What follows belongs to an exercise in optimizing a design on an open flow for small area, a short achievable clock period and few clock cycles per item; a production flow would make more cautious choices. Where RTL was checked, it was by simulation tests only, not by an equivalence proof against the original. Power figures rest on the tool's default switching activity, not on a simulated workload.

// huff_enc_top
module huff_enc_top (
    input  logic        clk,
    input  logic        n_rst,
    input  logic        i_tbl_we,
    input  logic [7:0]  i_tbl_addr,
    input  logic [15:0] i_tbl_code,
    input  logic [4:0]  i_tbl_len,
    input  logic        i_start,
    input  logic        i_wait,
    input  logic [1:0]  i_comp,
    input  logic [31:0] i_data,
    output logic        o_valid,
    output logic [7:0]  o_data,
    output logic        o_done
);
For scale: ~660 flip-flops, roughly 78 I/O pins, about 0.031 mm2 of cells after synthesis.
Settings: LEC_CHECK=0, ABC_AREA=1, CAP_MARGIN=20, CORE_MARGIN=2, CORE_UTILIZATION=65, CTS_BUF_LIST=sky130_fd_sc_hd__clkbuf_8, CTS_CLUSTER_SIZE=30, SLEW_MARGIN=20; clock period 12.0 ns.
standard.sh (not shown) runs the stock make flow with config.mk's settings and CLKGATE_MAP_FILE= SYNTH_SCRIPT=/design/flow/synth_recipe.tcl, a recipe that flattens the netlist after the stock synthesis.
==> flow/flow/run.sh <==
#!/bin/bash
# Standard ORFS layout (the standard.sh) with stronger timing repair:
# a larger setup repair target, sizing not limited to same-footprint cells,
# and plain buffers on the ports instead of delay buffers.
set -euo pipefail
bash standard.sh finish \
  SETUP_SLACK_MARGIN=6.5 \
  MATCH_CELL_FOOTPRINT=0 \
  "BUFFER_PORTS_ARGS=-buffer_cell sky130_fd_sc_hd__buf_4" \
  > standard_flow.log 2>&1
The baseline completed without violations.
Testbench counts at the start, summed over its fixed seeds: cycles 9,294, blocks 2,400.
Next try:
- ABC_AREA: 1 -> not set
- CORE_UTILIZATION: 65 -> 55
- CTS_BUF_LIST: sky130_fd_sc_hd__clkbuf_8 -> not set
- CTS_CLUSTER_SIZE: 30 -> not set
=> Wire length goes down by 11%; area after synthesis goes up by 2.8%; global-route usage goes down by 7.6 points; die area goes up by about 20%; first-iteration DRC count goes down by 42%; design area goes up by about 1.2%; total power goes up by 6.9%; via count goes down by about 12%; core utilization goes down by 14 points.


Setup of run a:
Another version of the RTL of huff_enc_top (not shown whole).
Size in the first run: roughly 660 flip-flops, ~78 I/O pins, about 32000 um^2 of cells after synthesis.
==> flow/config.mk <==
export PLATFORM = sky130hd
export DESIGN_NAME = huff_enc_top
export DESIGN_NICKNAME = huff_enc_top
export VERILOG_FILES = /design/flow/design.v
export SDC_FILE = /design/flow/constraint.sdc
export NUM_CORES = 4
export LEC_CHECK = 0
export ABC_AREA = 1
export CAP_MARGIN = 20
export CORE_MARGIN = 2
export CORE_UTILIZATION = 55
export CTS_CLUSTER_DIAMETER = 300
export CTS_CLUSTER_SIZE = 22
export SLEW_MARGIN = 20
export SYNTH_HIERARCHICAL = 1
==> flow/constraint.sdc <==
create_clock -name core_clock -period 12.0 [get_ports {clk}]
set_input_delay 2.4000 -clock core_clock [delete_from_list [all_inputs] [get_ports {clk}]]
set_output_delay 2.4000 -clock core_clock [all_outputs]
set_load 0.01 [all_outputs]
Scripts as last shown in full above: flow/flow/run.sh
Edits applied to the flow inputs when going from run a to run b:
-- flow/config.mk --
<<< run a, line 10
export CORE_MARGIN = 2
export CORE_UTILIZATION = 55
export CTS_CLUSTER_DIAMETER = 300
export CTS_CLUSTER_SIZE = 22
export SLEW_MARGIN = 20
export SYNTH_HIERARCHICAL = 1
>>> run b, line 10
export CORE_MARGIN = 2
export CORE_UTILIZATION = 55
export SLEW_MARGIN = 20
export SYNTH_HIERARCHICAL = 1
--- outcome ---
Reported net switching power in run b vs run a: up 16%. Lower area of all placed cells without fillers among run b and run a: run a. Run b vs. run a: relative contribution of sequential cells to total power went down 8.2 points, core utilization went up 2.2 points. Going from run a to run b, routed length on met2 grew by a few percent. The proportion of power drawn by combinational gates of run b is lower than that of run a. Fraction of final layout cells with drive strength greater than 1 was lower in run a than in run b. Run b reports a higher net total in the final layout than run a does. In run b relative to run a, maximum frequency had gone up slightly.
No run of this note included a check of the RTL's function; only the layout flow was run.


Setup of rev 12:
Another version of the RTL of huff_enc_top (not shown whole).
Size in the first run: about 3200 cells after synthesis, about 660 flip-flops, about 78 I/O pins.
export LEC_CHECK = 0
export ABC_AREA = 1
export CAP_MARGIN = 20
export CORE_MARGIN = 2
export CORE_UTILIZATION = 55
export CTS_CLUSTER_DIAMETER = 300
export CTS_CLUSTER_SIZE = 22
export SLEW_MARGIN = 20
export SYNTH_HIERARCHICAL = 1
create_clock -name core_clock -period 12.0 [get_ports {clk}]
Scripts as last shown in full above: flow/flow/run.sh
Testbench counts of rev 12, summed over its fixed seeds: cycles 9,294, blocks 2,400.
The following lists how rev 13 was set up differently from rev 12:
--- a/flow/flow/run.sh
+++ b/flow/flow/run.sh
@@ -5,5 +5,5 @@
 set -euo pipefail
 bash standard.sh finish \
-  SETUP_SLACK_MARGIN=6.5 \
+  SETUP_SLACK_MARGIN=6.2 \
   MATCH_CELL_FOOTPRINT=0 \
   "BUFFER_PORTS_ARGS=-buffer_cell sky130_fd_sc_hd__buf_4" \
### Flow results
- Rev 12 → rev 13: register-to-register slack has increased; area of all sequential standard cells has remained practically unchanged; power density of the placed cells has increased.
- The final standard cell count with taps included and fillers excluded of rev 13 is lower than that of rev 12.


== violet ==
huff_enc_top, a different RTL version from the one above (not shown whole).
For scale: about 3300 cells after synthesis, roughly 660 flip-flops, ~0.033 mm^2 of cells after synthesis.
// huff_enc_top
module huff_enc_top (
    input  logic        clk,
    input  logic        n_rst,
    input  logic        i_tbl_we,
    input  logic [7:0]  i_tbl_addr,
    input  logic [15:0] i_tbl_code,
    input  logic [4:0]  i_tbl_len,
    input  logic        i_start,
    input  logic        i_wait,
    input  logic [1:0]  i_comp,
    input  logic [31:0] i_data,
    output logic        o_valid,
    output logic [7:0]  o_data,
    output logic        o_done
);
Settings: LEC_CHECK=0, ABC_AREA=1, CAP_MARGIN=20, CORE_MARGIN=2, CORE_UTILIZATION=55, SLEW_MARGIN=20, SYNTH_HIERARCHICAL=1; clock period 12.0 ns.
==> flow/flow/run.sh <==
#!/bin/bash
# Standard ORFS layout (the standard.sh) with stronger timing repair:
# a larger setup repair target, sizing not limited to same-footprint cells,
# and plain buffers on the ports instead of delay buffers.
set -euo pipefail
bash standard.sh finish \
  SETUP_SLACK_MARGIN=6.3 \
  MATCH_CELL_FOOTPRINT=0 \
  "BUFFER_PORTS_ARGS=-buffer_cell sky130_fd_sc_hd__buf_4" \
  > standard_flow.log 2>&1
Testbench counts of violet, summed over its fixed seeds: cycles 9,294, blocks 2,400.
Setup changes, violet to fjord
- a change of CORE_UTILIZATION from 55 to 65
-- flow/flow/run.sh --
<<< violet, line 6
bash standard.sh finish \
  SETUP_SLACK_MARGIN=6.3 \
  MATCH_CELL_FOOTPRINT=0 \
  "BUFFER_PORTS_ARGS=-buffer_cell sky130_fd_sc_hd__buf_4" \
  > standard_flow.log 2>&1
>>> fjord, line 6
bash standard.sh finish \
  SETUP_SLACK_MARGIN=6.5 \
  MATCH_CELL_FOOTPRINT=0 \
  "BUFFER_PORTS_ARGS=-buffer_cell sky130_fd_sc_hd__buf_2" \
  > standard_flow.log 2>&1
--- outcome ---
Taking violet as the reference, in fjord final critical delay including setup and external delays increased by 3.9 ps relative to the old numbers, post-synth design cell area closely matched the old numbers, relative contribution of the clock network to total power decreased by 0.2 points relative to the old numbers, post-route cell area decreased by about 0.75% relative to the old numbers.
[inputs] raven vs fjord
- a change of CORE_UTILIZATION from 65 to 55
-- flow/flow/run.sh --
<<< fjord, line 6
bash standard.sh finish \
  SETUP_SLACK_MARGIN=6.5 \
  MATCH_CELL_FOOTPRINT=0 \
  "BUFFER_PORTS_ARGS=-buffer_cell sky130_fd_sc_hd__buf_2" \
  > standard_flow.log 2>&1
>>> raven, line 6
bash standard.sh finish \
  SETUP_SLACK_MARGIN=7.2 \
  MATCH_CELL_FOOTPRINT=0 \
  "BUFFER_PORTS_ARGS=-buffer_cell sky130_fd_sc_hd__buf_4" \
  > standard_flow.log 2>&1
Findings:
- Lower maximum clock rate among fjord and raven: fjord
- On raven: power density over the cells is 5.7% lower than what fjord gave.
- Critical path depth: raven vs fjord up 1
- In the metrics for fjord and raven, the one carrying the lower overall die width is fjord.
- Diff fjord -> raven: part of the power in the clock network lower; clock-buffer cell count higher; switching power as a share of total power lower; all-layer global routing usage lower; register fraction of the total cell area lower.
- Number of placement rows delta for raven relative to fjord: about 9% higher
- Looking at startpoint of the most critical setup path, the p_q[24] result is from raven; the i_data[31] one comes from fjord.
Edits applied to the flow inputs when going from raven to quartz:
- CTS_CLUSTER_DIAMETER now 300, previously not set
- CTS_CLUSTER_SIZE now 22, previously not set
-- flow/flow/run.sh --
<<< raven, line 6
bash standard.sh finish \
  SETUP_SLACK_MARGIN=7.2 \
  MATCH_CELL_FOOTPRINT=0 \
>>> quartz, line 6
bash standard.sh finish \
  SETUP_SLACK_MARGIN=6.5 \
  MATCH_CELL_FOOTPRINT=0 \
Note that the met3 layer wire length in the routed design recorded for raven amounts to 1.3 times the value seen in quartz.
quartz ended up with o_data[0] as its last element of the critical path; raven ended up with o_data[5].
Of quartz and raven, the run reporting the lower relative slew slack was raven.
quartz reached the final stage; the timing, DRC and antenna checks on its layout passed.
Compared to raven, the router laid down less metal wire for quartz.
Changes observed in quartz relative to raven: design area decreased about 10%, overall global routing resource usage went down 1.8 points, final cycle utilization of the critical path was more or less identical, number of fill cells now larger.
Edits applied to the flow inputs when going from quartz to maple:
- CTS_CLUSTER_DIAMETER: 300 -> 150
- CTS_CLUSTER_SIZE: 22 -> 25
[summary]
Hold slack: maple vs quartz, no meaningful difference
[maple] combinational share of power rose 0.3 points relative to quartz
Global-route usage in maple is 0.26 points lower than in quartz
maple against quartz; net switching power figure is down slightly.
Comparing maple and quartz, the lower number of buffers outside the clock class in the layout is on quartz.
On first-iteration DRC count, quartz beats maple.
> inputs changed (maple -> tundra)
- CTS_CLUSTER_DIAMETER: 150 -> unset
- CTS_CLUSTER_SIZE: 25 -> unset
-- flow/flow/run.sh --
<<< maple, line 6
bash standard.sh finish \
  SETUP_SLACK_MARGIN=6.5 \
  MATCH_CELL_FOOTPRINT=0 \
>>> tundra, line 6
bash standard.sh finish \
  SETUP_SLACK_MARGIN=6.1 \
  MATCH_CELL_FOOTPRINT=0 \
Critical path depth is higher on maple. In the metrics for maple and tundra, the one carrying the higher total of clock buffers placed in the layout is tundra. Between maple and tundra, the difference in maximum number of pins on one net before global-route repair is negligible. Side by side, global-route wire length before repair turned out higher in tundra than in maple. Compared with maple, in tundra power attributed to sequential cells roughly the same, setup slack after layout lower. Maximum operating frequency down 2.8% in tundra wrt maple. Of maple and tundra, the lower antenna diode instance count belongs to maple. tundra vs maple — number of global-route vias before repair dropped slightly. maple → tundra: post-route total power saw an increase, register-to-register slack went down by 110 ps.


v38:
huff_enc_top again, from the RTL that the note above started with.
==> flow/design.v (excerpt) <==
module huff_enc_top (
    input  logic        clk,
    input  logic        n_rst,
    input  logic        i_tbl_we,
    input  logic [7:0]  i_tbl_addr,
    input  logic [15:0] i_tbl_code,
    input  logic [4:0]  i_tbl_len,
    input  logic        i_start,
    input  logic        i_wait,
    input  logic [1:0]  i_comp,
    input  logic [31:0] i_data,
    output logic        o_valid,
    output logic [7:0]  o_data,
    output logic        o_done
);
export LEC_CHECK = 0
export ABC_AREA = 1
export CAP_MARGIN = 20
export CORE_MARGIN = 2
export CORE_UTILIZATION = 55
export SLEW_MARGIN = 20
export SYNTH_HIERARCHICAL = 1
create_clock -name core_clock -period 12.0 [get_ports {clk}]
==> flow/flow/run.sh <==
#!/bin/bash
# Standard ORFS layout (the standard.sh) with stronger timing repair:
# a larger setup repair target, sizing not limited to same-footprint cells,
# and plain buffers on the ports instead of delay buffers.
set -euo pipefail
bash standard.sh finish \
  SETUP_SLACK_MARGIN=5.7 \
  MATCH_CELL_FOOTPRINT=0 \
  "BUFFER_PORTS_ARGS=-buffer_cell sky130_fd_sc_hd__buf_4" \
  > standard_flow.log 2>&1
Testbench counts of v38, summed over its fixed seeds: cycles 9,294, blocks 2,400.
Here is what was changed in the inputs of v31 compared with v38.
- CTS_CLUSTER_SIZE now 22, previously not set
- CTS_CLUSTER_DIAMETER now 300, previously not set
-- flow/flow/run.sh --
<<< v38, line 7
  SETUP_SLACK_MARGIN=5.7 \
>>> v31, line 7
  SETUP_SLACK_MARGIN=6.2 \
--- outcome ---
- In v31, the aggregate routed wire length came out 1.1 mm above the value in v38.
- v31: flow completed, timing, DRC and antenna clean
- v38 → v31: final net count up 67, cell area up 0.88%, share of power burned in the clock network down 11 points.
- First-iteration DRC count for v31: about 1.1% up relative to v38
- Worst hold margin ended up 0.0069 ns higher on v31 than on v38.
- The via count reported for v31 is higher than the one for v38.
Input-level comparison between v47 and v31:
- removing CTS_CLUSTER_DIAMETER (formerly 300)
- removing CTS_CLUSTER_SIZE (formerly 22)
-- flow/flow/run.sh --
<<< v31, line 7
  SETUP_SLACK_MARGIN=6.2 \
>>> v47, line 7
  SETUP_SLACK_MARGIN=6.5 \
Findings:
Across both runs, flip-flop and latch share of the layout cell area was lower for v47 than for v31.
Sort v31 and v47 by total vias in the final route asc -> top: v31
Compared with v31, v47 shows a higher utilization after layout.
Both conditions hold for v31: the flow ran to the end and the final layout passed the timing, DRC and antenna checks.
v47 went all the way through synthesis, placement and routing and the layout is clean on timing, DRC and antenna.
On sum of met2 wire segment lengths after detailed routing, v31 and v47 are neck and neck.
Compared to v31, the router laid down more metal wire for v47.
In v47, non-clock buffer count is higher than in v31.

==> port drivers added, routing unchanged <==
No port has a modelled driver above. Below, the same layouts with a new extraction and two added sets of constraints.
Step 1 assumes that a clkbuf_16 drives the clock port and a buf_2 every other input.
Step 2 times the ports against the registers' clock, not the clock port: input delays grow and output delays shrink by t, the midpoint of the rising clock arrivals with the driver on.
Three values: ideal ports, drivers, drivers and shift; two values: the first two.
| run | t (ns) | setup WS [ns] | hold slack, ns | slew at the worst register clock pin (ns) |
|---|---|---|---|---|
| the first run of note 1 | 0.783 | 5.086 / 5.028 / 4.779 | 0.537 / 0.537 / 0.537 | 0.10 / 0.10 |
| the second run of note 1 | 0.669 | 5.304 / 5.242 / 5.497 | 0.480 / 0.480 / 0.480 | 0.07 / 0.07 |
| run a | 0.629 | 6.049 / 5.989 / 5.936 | 0.502 / 0.502 / 0.502 | 0.10 / 0.10 |
| run b | 0.673 | 6.158 / 6.096 / 5.818 | 0.496 / 0.496 / 0.496 | 0.07 / 0.07 |
| rev 12 | 0.633 | 6.415 / 6.352 / 5.865 | 0.500 / 0.500 / 0.500 | 0.11 / 0.11 |
| rev 13 | 0.637 | 6.235 / 6.171 / 5.743 | 0.498 / 0.498 / 0.498 | 0.10 / 0.10 |
| violet | 0.666 | 6.173 / 6.106 / 5.720 | 0.485 / 0.485 / 0.485 | 0.07 / 0.07 |
| fjord | 0.704 | 6.169 / 6.089 / 5.385 | 0.497 / 0.497 / 0.497 | 0.09 / 0.09 |
| raven | 0.668 | 6.249 / 6.181 / 6.094 | 0.495 / 0.495 / 0.495 | 0.07 / 0.07 |
| quartz | 0.633 | 6.262 / 6.197 / 5.861 | 0.493 / 0.493 / 0.493 | 0.10 / 0.10 |
| maple | 0.682 | 6.203 / 6.143 / 5.885 | 0.495 / 0.495 / 0.495 | 0.12 / 0.12 |
| tundra | 0.663 | 6.038 / 5.970 / 5.479 | 0.487 / 0.487 / 0.487 | 0.07 / 0.07 |
| v38 | 0.662 | 5.794 / 5.728 / 5.208 | 0.487 / 0.487 / 0.487 | 0.07 / 0.07 |
| v31 | 0.658 | 6.183 / 6.119 / 5.561 | 0.494 / 0.494 / 0.494 | 0.11 / 0.11 |
| v47 | 0.683 | 6.300 / 6.233 / 5.898 | 0.485 / 0.485 / 0.485 | 0.07 / 0.07 |
After both steps every run listed still meets setup and hold. For fjord, which loses most, drivers alone change the setup slack by -0.080 ns; drivers and shift together by -0.784 ns.
